This is an optimization exercise on Yosys and OpenROAD, whose aim is small area and a short achievable clock period, not a production implementation.
At most, simulation tests tie the RTL to the original design; equivalence was not proved.
Power and IR drop assume default switching activity.

==> cedar: inputs <==
==> flow/design.v <==
module fetch_queue #(
  parameter int DEPTH = 16,
  parameter int XLEN  = 64
) (
  input  logic                     clk,
  input  logic                     rst,
  input  logic [XLEN-1:0]          in_instr1,
  input  logic [XLEN-1:0]          in_instr2,
  input  logic [XLEN-1:0]          in_instr3,
  input  logic [XLEN-1:0]          in_instr4,
  input  logic [XLEN-1:0]          in_target1,
  input  logic [XLEN-1:0]          in_target2,
  input  logic [XLEN-1:0]          in_target3,
  input  logic [XLEN-1:0]          in_target4,
  input  logic                     in_taken1,
  input  logic                     in_taken2,
  input  logic                     in_taken3,
  input  logic                     in_taken4,
  input  logic                     in_valid1,
  input  logic                     in_valid2,
  input  logic                     in_valid3,
  input  logic                     in_valid4,
  output logic                     in_ready,
  output logic                     fetch_stall,
  input  logic                     flush,
  output logic [XLEN-1:0]          out_instr1,
  output logic [XLEN-1:0]          out_instr2,
  output logic [XLEN-1:0]          out_target1,
  output logic [XLEN-1:0]          out_target2,
  output logic                     out_taken1,
  output logic                     out_taken2,
  output logic                     out_valid1,
  output logic                     out_valid2,
  input  logic                     dec_ready,
  output logic [$clog2(DEPTH):0]   count
);
  localparam int AW = $clog2(DEPTH);
  localparam int CW = AW + 1;
  localparam int EW = 2 * XLEN + 1;    
  localparam int NB = 4;               
  localparam int NR = DEPTH / NB;      
  localparam int NH = DEPTH / 2;       
  logic [CW-1:0]  r_count;
  logic           r_rdy, r_stall, r_v1, r_v2;    
  logic [DEPTH:0] r_coh;               
  logic [DEPTH-1:0] r_hoh, r_toh;      
  logic [NB-1:0]  r_tb;                
  logic [NR-1:0]  r_wrow [NB];         
  logic           r_hodd;              
  logic [EW-1:0]  r_o1, r_o2;          
  logic [EW-1:0]  r_e [DEPTH];         
  logic [EW-1:0] w_slot [4];
  logic [3:0]    w_v;
  logic          w_rdy, w_v1, w_v2, w_v3, w_v4;   
  logic [3:0]    w_env;                
  assign w_slot[0] = {in_taken1, in_target1, in_instr1};
  assign w_slot[1] = {in_taken2, in_target2, in_instr2};
  assign w_slot[2] = {in_taken3, in_target3, in_instr3};
  assign w_slot[3] = {in_taken4, in_target4, in_instr4};
  assign w_v       = {in_valid4, in_valid3, in_valid2, in_valid1};
  assign w_rdy = !(|r_coh[DEPTH:DEPTH-3]);
  assign w_v1  = !r_coh[0];
  assign w_v2  = !(r_coh[0] | r_coh[1]);
  assign w_v3  = !(r_coh[0] | r_coh[1] | r_coh[2]);
  assign w_v4  = !(r_coh[0] | r_coh[1] | r_coh[2] | r_coh[3]);
  assign w_env = {4{w_rdy}} & w_v;
  localparam int NG = 4;
  logic [NB*4-1:0]  w_sel [NG];        
  logic [NB*NR-1:0] w_we  [NG];        
  logic [6:0]       w_o1_sel [NG], w_o2_sel [NG];    
  logic [NH-1:0]    w_es [NG], w_os [NG];            
  logic [NB*NR-1:0] w_wrow;
  for (genvar b = 0; b < NB; b++) begin : g_wrow
    assign w_wrow[b*NR +: NR] = r_wrow[b];
  end
  for (genvar g = 0; g < NG; g++) begin : g_sel
    fetch_queue_sel u_sel (
      .v        (w_v),
      .dec_ready(dec_ready),
      .tb       (r_tb),
      .wrow     (w_wrow),
      .rdy      (w_rdy),
      .v1       (w_v1),
      .v2       (w_v2),
      .v3       (w_v3),
      .v4       (w_v4),
      .hodd     (r_hodd),
      .hoh      (r_hoh),
      .es       (w_es[g]),
      .os       (w_os[g]),
      .sel      (w_sel[g]),
      .we       (w_we[g]),
      .o1_sel   (w_o1_sel[g]),
      .o2_sel   (w_o2_sel[g])
    );
  end
  function automatic int grp(input int i);
    grp = i * NG / EW;
  endfunction
  logic [EW-1:0] w_wdata [NB];
  for (genvar b = 0; b < NB; b++) begin : g_wd
    for (genvar i = 0; i < EW; i++) begin : g_bit
      fetch_queue_andor #(.N(4)) u_mux (
        .sel(w_sel[grp(i)][b*4 +: 4]),
        .d  ({w_slot[3][i], w_slot[2][i], w_slot[1][i], w_slot[0][i]}),
        .y  (w_wdata[b][i])
      );
    end
  end
  logic [EW-1:0] w_rd_even, w_rd_odd;  
  for (genvar p = 0; p < DEPTH; p++) begin : g_ent
    for (genvar i = 0; i < EW; i++) begin : g_bit
      always_ff @(posedge clk)
        if (w_we[grp(i)][(p % NB) * NR + p / NB]) r_e[p][i] <= w_wdata[p % NB][i];
    end
  end
  for (genvar i = 0; i < EW; i++) begin : g_rd
    logic [NH-1:0] de, dod;
    for (genvar k = 0; k < NH; k++) begin : g_k
      assign de[k]  = r_e[2 * k][i];
      assign dod[k] = r_e[2 * k + 1][i];
    end
    fetch_queue_andor #(.N(NH)) u_even (.sel(w_es[grp(i)]), .d(de),  .y(w_rd_even[i]));
    fetch_queue_andor #(.N(NH)) u_odd  (.sel(w_os[grp(i)]), .d(dod), .y(w_rd_odd[i]));
  end
  logic [EW-1:0] w_o1_nxt, w_o2_nxt;
  for (genvar i = 0; i < EW; i++) begin : g_o
    fetch_queue_andor #(.N(7)) u_o1 (
      .sel(w_o1_sel[grp(i)]),
      .d  ({w_slot[3][i], w_slot[2][i], w_slot[1][i], w_slot[0][i], w_rd_odd[i], w_rd_even[i], r_o1[i]}),
      .y  (w_o1_nxt[i])
    );
    fetch_queue_andor #(.N(7)) u_o2 (
      .sel(w_o2_sel[grp(i)]),
      .d  ({w_slot[3][i], w_slot[2][i], w_slot[1][i], w_slot[0][i], w_rd_odd[i], w_rd_even[i], r_o2[i]}),
      .y  (w_o2_nxt[i])
    );
  end
  always_ff @(posedge clk) begin
    r_o1 <= w_o1_nxt;
    r_o2 <= w_o2_nxt;
  end
  assign {out_taken1, out_target1, out_instr1} = r_o1;
  assign {out_taken2, out_target2, out_instr2} = r_o2;
  function automatic logic [DEPTH-1:0] rotl(input logic [DEPTH-1:0] x, input int n);
    rotl = (x << n) | (x >> (DEPTH - n));
  endfunction
  localparam int TW = DEPTH + NB + NB * NR;
  logic [TW-1:0] w_tc [5];
  logic [TW-1:0] w_t_nxt;
  always_comb begin
    logic [DEPTH-1:0] t;
    logic [NB-1:0]    tb;
    logic [NB*NR-1:0] wr;
    for (int n = 0; n < 5; n++) begin
      t = rotl(r_toh, n);
      for (int j = 0; j < NB; j++) begin
        tb[j] = 1'b0;
        for (int r = 0; r < NR; r++) tb[j] = tb[j] | t[NB * r + j];
      end
      for (int b = 0; b < NB; b++)
        for (int r = 0; r < NR; r++) begin
          wr[b*NR + r] = 1'b0;
          for (int d = 0; d < NB; d++) wr[b*NR + r] = wr[b*NR + r] | t[(NB * r + b - d + DEPTH) % DEPTH];
        end
      w_tc[n] = {t, tb, wr};
    end
    for (int j = 0; j < 4; j++)
      for (int n = 0; n < 4; n++)
        w_tc[n] = w_env[j] ? w_tc[n+1] : w_tc[n];
    w_t_nxt = w_tc[0];
  end
  localparam int KW = CW + 3 + DEPTH + 1;
  logic [KW-1:0] w_kc [7];
  logic [KW-1:0] w_kd [5];
  logic [KW-1:0] w_k_nxt;
  logic [2:0]    w_dsel;               
  assign w_dsel = dec_ready ? {w_v2, w_v1 & ~w_v2, ~w_v1} : 3'b001;
  always_comb begin
    logic [CW-1:0]  cc;
    logic           cr, c1, c2;
    logic [DEPTH:0] co;
    for (int e = 0; e < 7; e++) begin
      cc = '0;
      cr = 1'b0;
      c1 = 1'b0;
      c2 = 1'b0;
      co = '0;
      for (int k = 0; k <= DEPTH; k++) begin
        if (k + e - 2 >= 0 && k + e - 2 <= DEPTH) begin
          cc = cc | ({CW{r_coh[k]}} & CW'(k + e - 2));
          cr = cr | (r_coh[k] & (k + e - 2 <= DEPTH - 4));
          c1 = c1 | (r_coh[k] & (k + e - 2 >= 1));
          c2 = c2 | (r_coh[k] & (k + e - 2 >= 2));
          co[k + e - 2] = r_coh[k];
        end
      end
      w_kc[e] = {cc, cr, c1, c2, co};
    end
    for (int n = 0; n < 5; n++)
      w_kd[n] = ({KW{w_dsel[0]}} & w_kc[n + 2]) | ({KW{w_dsel[1]}} & w_kc[n + 1]) |
                ({KW{w_dsel[2]}} & w_kc[n]);
    for (int j = 0; j < 4; j++)
      for (int n = 0; n < 4; n++)
        w_kd[n] = w_env[j] ? w_kd[n+1] : w_kd[n];
    w_k_nxt = w_kd[0];
  end
  localparam int HW = DEPTH + 1;
  logic [HW-1:0] w_h_nxt;
  always_comb begin
    logic [DEPTH-1:0] h;
    logic             ho;
    w_h_nxt = '0;
    for (int j = 0; j < 3; j++) begin
      h  = rotl(r_hoh, j);
      ho = 1'b0;
      for (int i = 0; i < NH; i++) ho = ho | h[2 * i + 1];
      w_h_nxt = w_h_nxt | ({HW{w_dsel[j]}} & {h, ho});
    end
  end
  always_ff @(posedge clk) begin
    if (rst || flush) begin
      r_count <= '0;
      r_rdy   <= 1'b1;
      r_stall <= 1'b0;
      r_v1    <= 1'b0;
      r_v2    <= 1'b0;
      r_coh   <= (DEPTH+1)'(1);
      r_toh   <= DEPTH'(1);
      r_tb    <= NB'(1);
      for (int b = 0; b < NB; b++) r_wrow[b] <= NR'(1);
      r_hoh   <= DEPTH'(1);
      r_hodd  <= 1'b0;
    end else begin
      {r_count, r_rdy, r_v1, r_v2, r_coh} <= w_k_nxt;
      r_stall <= !w_k_nxt[DEPTH + 3];
      {r_toh, r_tb} <= w_t_nxt[TW-1 -: DEPTH + NB];
      for (int b = 0; b < NB; b++) r_wrow[b] <= w_t_nxt[b*NR +: NR];
      {r_hoh, r_hodd} <= w_h_nxt;
    end
  end
  assign in_ready    = r_rdy;
  assign fetch_stall = r_stall;
  assign out_valid1  = r_v1;
  assign out_valid2  = r_v2;
  assign count       = r_count;
endmodule
module fetch_queue_andor #(
  parameter int N = 4
) (
  input  logic [N-1:0] sel,
  input  logic [N-1:0] d,
  output logic         y
);
  assign y = |(sel & d);
endmodule
module fetch_queue_sel (
  input  logic [3:0]  v,               
  input  logic        dec_ready,
  input  logic [3:0]  tb,              
  input  logic [15:0] wrow,            
  input  logic        rdy,             
  input  logic        v1, v2, v3, v4,  
  input  logic        hodd,            
  input  logic [15:0] hoh,             
  output logic [7:0]  es,              
  output logic [7:0]  os,              
  output logic [15:0] sel,             
  output logic [15:0] we,              
  output logic [6:0]  o1_sel,          
  output logic [6:0]  o2_sel
);
  for (genvar i = 0; i < 8; i++) begin : g_rd
    assign es[i] = hoh[(2 * i + 14) % 16] | hoh[(2 * i + 13) % 16];
    assign os[i] = hoh[(2 * i + 15) % 16] | hoh[(2 * i + 14) % 16];
  end
  logic [3:0] atl;                     
  assign atl[0] = |v;
  assign atl[1] = (v[0] & v[1]) | (v[2] & v[3]) | ((v[0] | v[1]) & (v[2] | v[3]));
  assign atl[2] = (v[0] & v[1] & (v[2] | v[3])) | (v[2] & v[3] & (v[0] | v[1]));
  assign atl[3] = &v;
  always_comb begin
    logic [3:0] x;
    for (int b = 0; b < 4; b++) begin
      for (int k = 0; k < 4; k++) begin
        for (int d = 0; d < 4; d++) x[d] = tb[(b - d + 4) % 4];    
        for (int j = 0; j < k; j++) x = v[j] ? (x >> 1) : x;
        sel[b*4 + k] = v[k] & x[0];
      end
      for (int r = 0; r < 4; r++) begin
        we[b*4 + r] = 1'b0;
        for (int d = 0; d < 4; d++)
          we[b*4 + r] = we[b*4 + r] | (rdy & wrow[b*4 + r] & tb[(b - d + 4) % 4] & atl[d]);
      end
    end
  end
  logic o1_hold, o1_s2, o1_c0;
  logic o2_hold, o2_s3, o2_c0, o2_c1;
  assign o1_hold = !dec_ready & v1;
  assign o1_s2   = dec_ready & v3;
  assign o1_c0   = !o1_hold & !o1_s2;
  assign o2_hold = !dec_ready & v2;
  assign o2_s3   = dec_ready & v4;
  assign o2_c0   = dec_ready ? (v3 & !v4) : (v1 & !v2);
  assign o2_c1   = !o2_hold & !o2_s3 & !o2_c0;
  always_comb begin
    logic [1:0] x;
    for (int k = 0; k < 4; k++) begin
      x = {o2_c1, o2_c0};              
      for (int j = 0; j < k; j++) x = v[j] ? {1'b0, x[1]} : x;
      o2_sel[3 + k] = v[k] & x[0];
      o1_sel[3 + k] = v[k] & o1_c0 & ((v & ((4'd1 << k) - 4'd1)) == 4'd0);
    end
  end
  assign o1_sel[2:0] = {o1_s2 & hodd, o1_s2 & !hodd, o1_hold};
  assign o2_sel[2:0] = {o2_s3 & !hodd, o2_s3 & hodd, o2_hold};
endmodule
==> flow/flow/run.sh <==
#!/bin/bash
# The standard layout, with two changes:
#  - plain buffers (instead of the delay-cell buffers buffer_ports picks by default) on the
#    input and output ports;
#  - sky130_fd_sc_hd__a222oi_1 (three series p-transistors, no stronger size to upsize to)
#    added to the platform's don't-use list, so synthesis maps the wide and-or muxes to
#    faster cells;
#  - MATCH_CELL_FOOTPRINT=0, so timing repair may size a cell up to a wider footprint.
set -euo pipefail
export BUFFER_PORTS_ARGS="-buffer_cell sky130_fd_sc_hd__buf_2"
platform_dont_use=$(sed -n '/^export DONT_USE_CELLS/,/^#/p' "$FLOW_HOME/platforms/sky130hd/config.mk" \
  | grep -o 'sky130_fd_sc_hd__[a-z0-9_]*' | tr '\n' ' ')
bash standard.sh "DONT_USE_CELLS=sky130_fd_sc_hd__a222oi_1 $platform_dont_use" MATCH_CELL_FOOTPRINT=0 finish > standard.log 2>&1
==> flow/standard.sh <==
#!/bin/bash
# synth_recipe.tcl (not shown) runs the flow's synth.tcl, then flattens the netlist and writes it again
# the make line also repeats each setting of config.mk as NAME=value (left out here)
make -C /OpenROAD-flow-scripts/flow DESIGN_CONFIG=/design/flow/config.mk WORK_HOME=/design/flow/orfs CLKGATE_MAP_FILE= SYNTH_SCRIPT=/design/flow/synth_recipe.tcl "${@:-finish}"
==> flow/config.mk <==
export PLATFORM = sky130hd
export DESIGN_NAME = fetch_queue
export DESIGN_NICKNAME = fetch_queue
export VERILOG_FILES = /design/flow/design.v
export SDC_FILE = /design/flow/constraint.sdc
export NUM_CORES = 8
export LEC_CHECK = 0
export CAP_MARGIN = 30
export CORE_MARGIN = 2
export CORE_UTILIZATION = 38
export CTS_CLUSTER_DIAMETER = 80
export CTS_CLUSTER_SIZE = 25
export PLACE_DENSITY = 0.5
export SETUP_SLACK_MARGIN = 3.8
export SLEW_MARGIN = 20
export SYNTH_HIERARCHICAL = 1
export TNS_END_PERCENT = 0
==> flow/constraint.sdc <==
create_clock -name core_clock -period 6.0 [get_ports {clk}]
set_input_delay 1.2000 -clock core_clock [delete_from_list [all_inputs] [get_ports {clk}]]
set_output_delay 1.2000 -clock core_clock [all_outputs]
set_load 0.01 [all_outputs]
==> pepper (differences from cedar) <==
--- a/flow/design.v
+++ b/flow/design.v
@@ -66,3 +66,3 @@
   assign w_env = {4{w_rdy}} & w_v;
-  localparam int NG = 4;
+  localparam int NG = 2;
   logic [NB*4-1:0]  w_sel [NG];        
--- a/flow/flow/run.sh
+++ b/flow/flow/run.sh
@@ -6,4 +6,3 @@
 #    added to the platform's don't-use list, so synthesis maps the wide and-or muxes to
-#    faster cells;
-#  - MATCH_CELL_FOOTPRINT=0, so timing repair may size a cell up to a wider footprint.
+#    faster cells.
 set -euo pipefail
@@ -12,2 +11,2 @@
   | grep -o 'sky130_fd_sc_hd__[a-z0-9_]*' | tr '\n' ' ')
-bash standard.sh "DONT_USE_CELLS=sky130_fd_sc_hd__a222oi_1 $platform_dont_use" MATCH_CELL_FOOTPRINT=0 finish > standard.log 2>&1
+bash standard.sh "DONT_USE_CELLS=sky130_fd_sc_hd__a222oi_1 $platform_dont_use" finish > standard.log 2>&1
==> zinc (differences from cedar) <==
--- a/flow/design.v
+++ b/flow/design.v
@@ -48,2 +48,3 @@
   logic [NR-1:0]  r_wrow [NB];         
+  logic [NH-1:0]  r_es, r_os;          
   logic           r_hodd;              
@@ -70,3 +71,2 @@
   logic [6:0]       w_o1_sel [NG], w_o2_sel [NG];    
-  logic [NH-1:0]    w_es [NG], w_os [NG];            
   logic [NB*NR-1:0] w_wrow;
@@ -87,5 +87,2 @@
       .hodd     (r_hodd),
-      .hoh      (r_hoh),
-      .es       (w_es[g]),
-      .os       (w_os[g]),
       .sel      (w_sel[g]),
@@ -122,4 +119,4 @@
     end
-    fetch_queue_andor #(.N(NH)) u_even (.sel(w_es[grp(i)]), .d(de),  .y(w_rd_even[i]));
-    fetch_queue_andor #(.N(NH)) u_odd  (.sel(w_os[grp(i)]), .d(dod), .y(w_rd_odd[i]));
+    fetch_queue_andor #(.N(NH)) u_even (.sel(r_es), .d(de),  .y(w_rd_even[i]));
+    fetch_queue_andor #(.N(NH)) u_odd  (.sel(r_os), .d(dod), .y(w_rd_odd[i]));
   end
@@ -207,3 +204,3 @@
   end
-  localparam int HW = DEPTH + 1;
+  localparam int HW = DEPTH + 2 * NH + 1;
   logic [HW-1:0] w_h_nxt;
@@ -211,2 +208,3 @@
     logic [DEPTH-1:0] h;
+    logic [NH-1:0]    es, os;
     logic             ho;
@@ -216,4 +214,8 @@
       ho = 1'b0;
-      for (int i = 0; i < NH; i++) ho = ho | h[2 * i + 1];
-      w_h_nxt = w_h_nxt | ({HW{w_dsel[j]}} & {h, ho});
+      for (int i = 0; i < NH; i++) begin
+        es[i] = h[(2 * i - 2 + DEPTH) % DEPTH] | h[(2 * i - 3 + DEPTH) % DEPTH];
+        os[i] = h[(2 * i - 1 + DEPTH) % DEPTH] | h[(2 * i - 2 + DEPTH) % DEPTH];
+        ho    = ho | h[2 * i + 1];
+      end
+      w_h_nxt = w_h_nxt | ({HW{w_dsel[j]}} & {h, es, os, ho});
     end
@@ -232,2 +234,4 @@
       r_hoh   <= DEPTH'(1);
+      r_es    <= NH'(2);
+      r_os    <= NH'(2);
       r_hodd  <= 1'b0;
@@ -238,3 +242,3 @@
       for (int b = 0; b < NB; b++) r_wrow[b] <= w_t_nxt[b*NR +: NR];
-      {r_hoh, r_hodd} <= w_h_nxt;
+      {r_hoh, r_es, r_os, r_hodd} <= w_h_nxt;
     end
@@ -264,5 +268,2 @@
   input  logic        hodd,            
-  input  logic [15:0] hoh,             
-  output logic [7:0]  es,              
-  output logic [7:0]  os,              
   output logic [15:0] sel,             
@@ -272,6 +273,2 @@
 );
-  for (genvar i = 0; i < 8; i++) begin : g_rd
-    assign es[i] = hoh[(2 * i + 14) % 16] | hoh[(2 * i + 13) % 16];
-    assign os[i] = hoh[(2 * i + 15) % 16] | hoh[(2 * i + 14) % 16];
-  end
   logic [3:0] atl;                     
--- a/flow/flow/run.sh
+++ b/flow/flow/run.sh
@@ -6,4 +6,3 @@
 #    added to the platform's don't-use list, so synthesis maps the wide and-or muxes to
-#    faster cells;
-#  - MATCH_CELL_FOOTPRINT=0, so timing repair may size a cell up to a wider footprint.
+#    faster cells.
 set -euo pipefail
@@ -12,2 +11,2 @@
   | grep -o 'sky130_fd_sc_hd__[a-z0-9_]*' | tr '\n' ' ')
-bash standard.sh "DONT_USE_CELLS=sky130_fd_sc_hd__a222oi_1 $platform_dont_use" MATCH_CELL_FOOTPRINT=0 finish > standard.log 2>&1
+bash standard.sh "DONT_USE_CELLS=sky130_fd_sc_hd__a222oi_1 $platform_dont_use" finish > standard.log 2>&1
Settings changed: CAP_MARGIN 30 to 20.
==> comparison table <==
quantity	pepper	zinc	cedar
Sequential cell area	68910 um2	69200 um2	68880 um2
Post-Place Cell Area	114300 um2	116400 um2	116900 um2
Required time of the worst setup path	6.66 ns	6.66 ns	6.49 ns
Comb. pwr	10.5 mW	9.35 mW	10.3 mW
Overall power	43.82 mW	43.46 mW	43.82 mW
Final critical-path share of the clock period	46.34%	46.62%	45.37%
Worst slew margin	25.75%	13.45%	26.97%
Syn avg cell area	13.40 um2	13.11 um2	13.12 um2
Number of cells on the worst reg-to-reg path	6	8	7
Multiplexer share of the synthesized area	1.049%	1.241%	1.187%
Number of buffers added by the clock tree synthesis step	141	159	143
Startpoint of the tightest hold check path	r_o2[38]$_DFF_P_	r_o2[34]$_DFF_P_	r_o2[26]$_DFF_P_
Final-layout worst hold slack	0.5166 ns	0.5122 ns	0.5091 ns
Met3 usage	11.68%	8.782%	8.713%
Layout cells sized above 1	21.25%	20.94%	21.72%
Post-cts repair resize count	425	362	370
Met2 Routed Length	221600 um	214800 um	216600 um
Result of the run	finished clean	finished clean	finished clean
Total placed cells including tap cells	12163	12608	12662
Drt wl/cell	40.47 um	37.06 um	37.11 um
Area of the core region	271000 um2	276700 um2	276500 um2
Only the layout flow was run in zinc; the RTL was not checked for function there.

## port drivers added, routing unchanged
The results above use ideal ports. As a check the final layouts listed here were re-extracted and re-timed, cells and wires unchanged. Step 1 (the two cells are an assumption about what drives the block):
set clk [get_ports {clk}]
set_driving_cell -lib_cell sky130_fd_sc_hd__clkbuf_16 $clk
set_driving_cell -lib_cell sky130_fd_sc_hd__buf_2 [delete_from_list [all_inputs] $clk]
Step 2 moves the port delays by t, midway between the first and last clock arrival at a register: inputs arrive t later, outputs are due t later. That takes back most of the time a late clock gives input paths. a / b / c = ideal / step 1 / step 2; a / b = the first two.
run	t (ns)	setup WS [ns]	hold WS [ns]
cedar	0.953	3.278 / 3.134 / 2.181	0.509 / 0.509 / 0.509
pepper	0.930	3.220 / 3.220 / 2.355	0.517 / 0.517 / 0.517
zinc	0.961	3.203 / 3.093 / 2.132	0.512 / 0.512 / 0.512
After both steps setup and hold are still met in every run listed. For cedar, which loses most, drivers alone change the setup slack by -0.144 ns; drivers and shift together by -1.097 ns.
